Background: an optimization exercise with open tools, aiming at small area. Do not read the settings as production practice. The RTL was checked by simulation tests, not by an equivalence proof against the original design. Power and IR drop assume default switching activity.

==> flow/design.v <==
package avalon_pkg;
    typedef logic [32-1:0] bus_word_t;
    typedef logic [31:0] bus_addr_t;           
    typedef logic [16-1:0] burst_cnt_t;  
    localparam int BYTES_PER_WORD = 32 / 8;
endpackage
package dma_pkg;
    typedef struct packed {
        logic [31:0] control;
        logic [31:0] pkt_begin;      
        logic [31:0] pkt_end;        
        logic [31:0] write_address;  
    } wr_desc_t;
    localparam int CTRL_IRQ_EN = 0;
    typedef enum logic [1:0] {
        st_idle,
        st_run,   
        st_done   
    } wr_state_t;
endpackage
module dma_write_top (
    input  logic                   clk,
    input  logic                   reset,
    input  logic                   desc_push,
    input  logic [31:0]            desc_control,
    input  logic [31:0]            desc_pkt_begin,
    input  logic [31:0]            desc_pkt_end,
    input  logic [31:0]            desc_write_address,
    output logic                   desc_full,
    input  logic                   data_push,
    input  avalon_pkg::bus_word_t  data_in,
    output logic                   data_full,
    output avalon_pkg::bus_addr_t  avm_address,
    output avalon_pkg::bus_word_t  avm_writedata,
    output logic                   avm_write,
    output avalon_pkg::burst_cnt_t avm_burstcount,
    input  logic                   avm_waitrequest,
    output logic                   busy,
    output logic                   done_irq,
    output logic [15:0]            xfer_count,
    output logic [15:0]            drop_count
);
    localparam int DW = 41;  
    logic [8:0]  wdiff;
    logic [22:0] carry;
    logic        len_ok;
    logic [7:0]  wcnt;
    assign wdiff    = {1'b0, desc_pkt_end[9:2]} - {1'b0, desc_pkt_begin[9:2]};
    assign carry[0] = wdiff[8];
    for (genvar i = 0; i < 22; i++) begin : g_carry
        assign carry[i+1] = carry[i] & desc_pkt_begin[10+i];
    end
    assign len_ok = (desc_pkt_end[1:0] == 2'b00) && (desc_pkt_begin[1:0] == 2'b00)
                 && ((desc_pkt_end[31:10] ^ desc_pkt_begin[31:10]) == carry[21:0]) && !carry[22];
    assign wcnt   = len_ok ? wdiff[7:0] : 8'd0;  
    logic [DW-1:0] dmem [4];
    logic [2:0]    didx;
    logic          dempty, dpush, dpop;
    logic [DW-1:0] dq;  
    assign desc_full = (didx == 3'd3);
    assign dempty    = didx[2];
    assign dpush     = desc_push && !desc_full;
    logic [31:0] mem [16];
    logic [4:0]  idx;
    logic        empty, push, pop;
    logic [31:0] pend_data;
    assign data_full = (idx == 5'd15);
    assign empty     = idx[4];
    assign push      = data_push && !data_full;
    typedef enum logic [1:0] {s_idle, s_check, s_run, s_done} state_t;
    state_t      state;
    logic [7:0]  fetch_left;  
    logic        hold_valid, pend, accept, move, ok, last;
    logic [31:0] hold_data;
    assign ok     = (dq[39:32] != 8'd0);
    assign dpop   = (state == s_idle) && !dempty;
    assign accept = hold_valid && !avm_waitrequest;
    assign move   = pend && (!hold_valid || accept);
    assign pop    = (state == s_run) && (fetch_left != 8'd0)
                 && !empty && (!pend || move);
    assign last   = (fetch_left == 8'd0) && !pend;
    logic [15:0] cnt_inc;
    assign cnt_inc = (state[1] ? xfer_count : drop_count) + 16'd1;
    assign busy           = state[1];
    assign done_irq       = (state == s_done) && dq[40];
    assign avm_address    = dq[31:0];
    assign avm_burstcount = {8'd0, dq[39:32]};
    assign avm_write      = hold_valid;
    assign avm_writedata  = hold_data;
    always_ff @(posedge clk) begin
        if (!reset) begin
            didx       <= '1;
            idx        <= '1;
            state      <= s_idle;
            hold_valid <= 1'b0;
            pend       <= 1'b0;
            xfer_count <= '0;
            drop_count <= '0;
        end else begin
            case ({dpush, dpop})
                2'b10:   didx <= didx + 1'b1;
                2'b01:   didx <= didx - 1'b1;
                default: ;
            endcase
            case ({push, pop})
                2'b10:   idx <= idx + 1'b1;
                2'b01:   idx <= idx - 1'b1;
                default: ;
            endcase
            case (state)
                s_idle:  if (dpop) state <= s_check;
                s_check: begin
                    if (ok) state <= s_run;
                    else begin
                        state      <= s_idle;
                        drop_count <= cnt_inc;
                    end
                end
                s_run:   if (accept && last) state <= s_done;
                s_done:  begin
                    state      <= s_idle;
                    xfer_count <= cnt_inc;
                end
            endcase
            if (move)        hold_valid <= 1'b1;
            else if (accept) hold_valid <= 1'b0;
            if (pop)         pend <= 1'b1;
            else if (move)   pend <= 1'b0;
        end
    end
    logic [31:0] rdata;
    always_comb begin
        rdata = '0;
        for (int i = 0; i < 16; i++) rdata = rdata | (mem[i] & {32{idx[3:0] == 4'(i)}});
    end
    logic [DW-1:0] drdata;
    always_comb begin
        drdata = '0;
        for (int i = 0; i < 4; i++) drdata = drdata | (dmem[i] & {DW{didx[1:0] == 2'(i)}});
    end
    always_ff @(posedge clk) begin
        if (state == s_check)    fetch_left <= dq[39:32];
        else if (pop)            fetch_left <= fetch_left - 1'b1;
        if (dpush) begin
            dmem[0] <= {desc_control[0], wcnt, desc_write_address};
            for (int i = 1; i < 4; i++) dmem[i] <= dmem[i-1];
        end
        if (dpop)  dq <= drdata;
        if (push) begin
            mem[0] <= data_in;
            for (int i = 1; i < 16; i++) mem[i] <= mem[i-1];
        end
        if (pop)   pend_data <= rdata;
        if (move)  hold_data <= pend_data;
    end
endmodule
Settings: LEC_CHECK=0, CAP_MARGIN=20, CORE_MARGIN=2, CORE_UTILIZATION=74, CTS_BUF_LIST=sky130_fd_sc_hd__clkbuf_8, CTS_CLUSTER_DIAMETER=70, CTS_CLUSTER_SIZE=18, PLACE_DENSITY=0.82, SLEW_MARGIN=20; clock period 5.0 ns.
standard.sh (not shown) runs the stock make flow with config.mk's settings and CLKGATE_MAP_FILE= SYNTH_SCRIPT=/design/flow/synth_recipe.tcl, a recipe that flattens the netlist after the stock synthesis.
==> flow/flow/run.sh <==
#!/bin/bash
# The standard layout, with the port buffers made of the smallest buffer cell instead of
# the resizer's default pick (clkdlybuf4s50_1).
set -uo pipefail
bash standard.sh "BUFFER_PORTS_ARGS=-buffer_cell sky130_fd_sc_hd__buf_1" REMOVE_ABC_BUFFERS=1 finish > standard_flow.log 2>&1
status=$?
tail -40 standard_flow.log
exit $status
Change:
--- a/flow/design.v
+++ b/flow/design.v
@@ -76,14 +76,12 @@
     assign dpop   = (state == s_idle) && !dempty;
     assign accept = hold_valid && !avm_waitrequest;
     assign move   = pend && (!hold_valid || accept);
     assign pop    = (state == s_run) && (fetch_left != 8'd0)
                  && !empty && (!pend || move);
     assign last   = (fetch_left == 8'd0) && !pend;
-    logic [15:0] cnt_inc;
-    assign cnt_inc = (state[1] ? xfer_count : drop_count) + 16'd1;
     assign busy           = state[1];
     assign done_irq       = (state == s_done) && dq[40];
     assign avm_address    = dq[31:0];
     assign avm_burstcount = {8'd0, dq[39:32]};
     assign avm_write      = hold_valid;
     assign avm_writedata  = hold_data;
@@ -110,19 +108,19 @@
             case (state)
                 s_idle:  if (dpop) state <= s_check;
                 s_check: begin
                     if (ok) state <= s_run;
                     else begin
                         state      <= s_idle;
-                        drop_count <= cnt_inc;
+                        drop_count <= drop_count + 16'd1;
                     end
                 end
                 s_run:   if (accept && last) state <= s_done;
                 s_done:  begin
                     state      <= s_idle;
-                    xfer_count <= cnt_inc;
+                    xfer_count <= xfer_count + 16'd1;
                 end
             endcase
             if (move)        hold_valid <= 1'b1;
             else if (accept) hold_valid <= 1'b0;
             if (pop)         pend <= 1'b1;
             else if (move)   pend <= 1'b0;
Outcome:
- The new run completed without violations
- setup slack improved by 0.058 ns
- final area fell by 0.43%
- area after synthesis went down by 0.42%
- combinational power shrinks by about 3%
- routed wire length came out lower by 2.0%
- worst hold slack gets worse by 0.011 ns
- core utilization drops by 0.17 points
- non-clock buffer count fell by 2

[separate check: timing with driven ports]
In the flow no input, the clock included, has a driving cell. The finished layouts below were timed again as built, in two steps. Step 1 assumes that a clkbuf_16 drives the clock port and a buf_2 every other input. Step 2 adds t to the input delays and takes it off the output delays; t is the mean of the earliest and latest rising clock arrival at the registers after step 1. Input paths then give back, and output paths get back, about the clock's delay inside the block. a / b / c = no drivers / after step 1 / after step 2; a / b = the first two.
run	t (ns)	setup WS [ns]	clock arrival spread, ns
the first run	0.732	1.375 / 1.401 / 0.669	0.034 / 0.034
the second run	0.731	1.433 / 1.462 / 0.731	0.028 / 0.028
After both steps setup and hold are still met in every run listed. The setup slack of the first run, which loses most, moves by +0.026 ns with the drivers and by -0.706 ns with both steps.
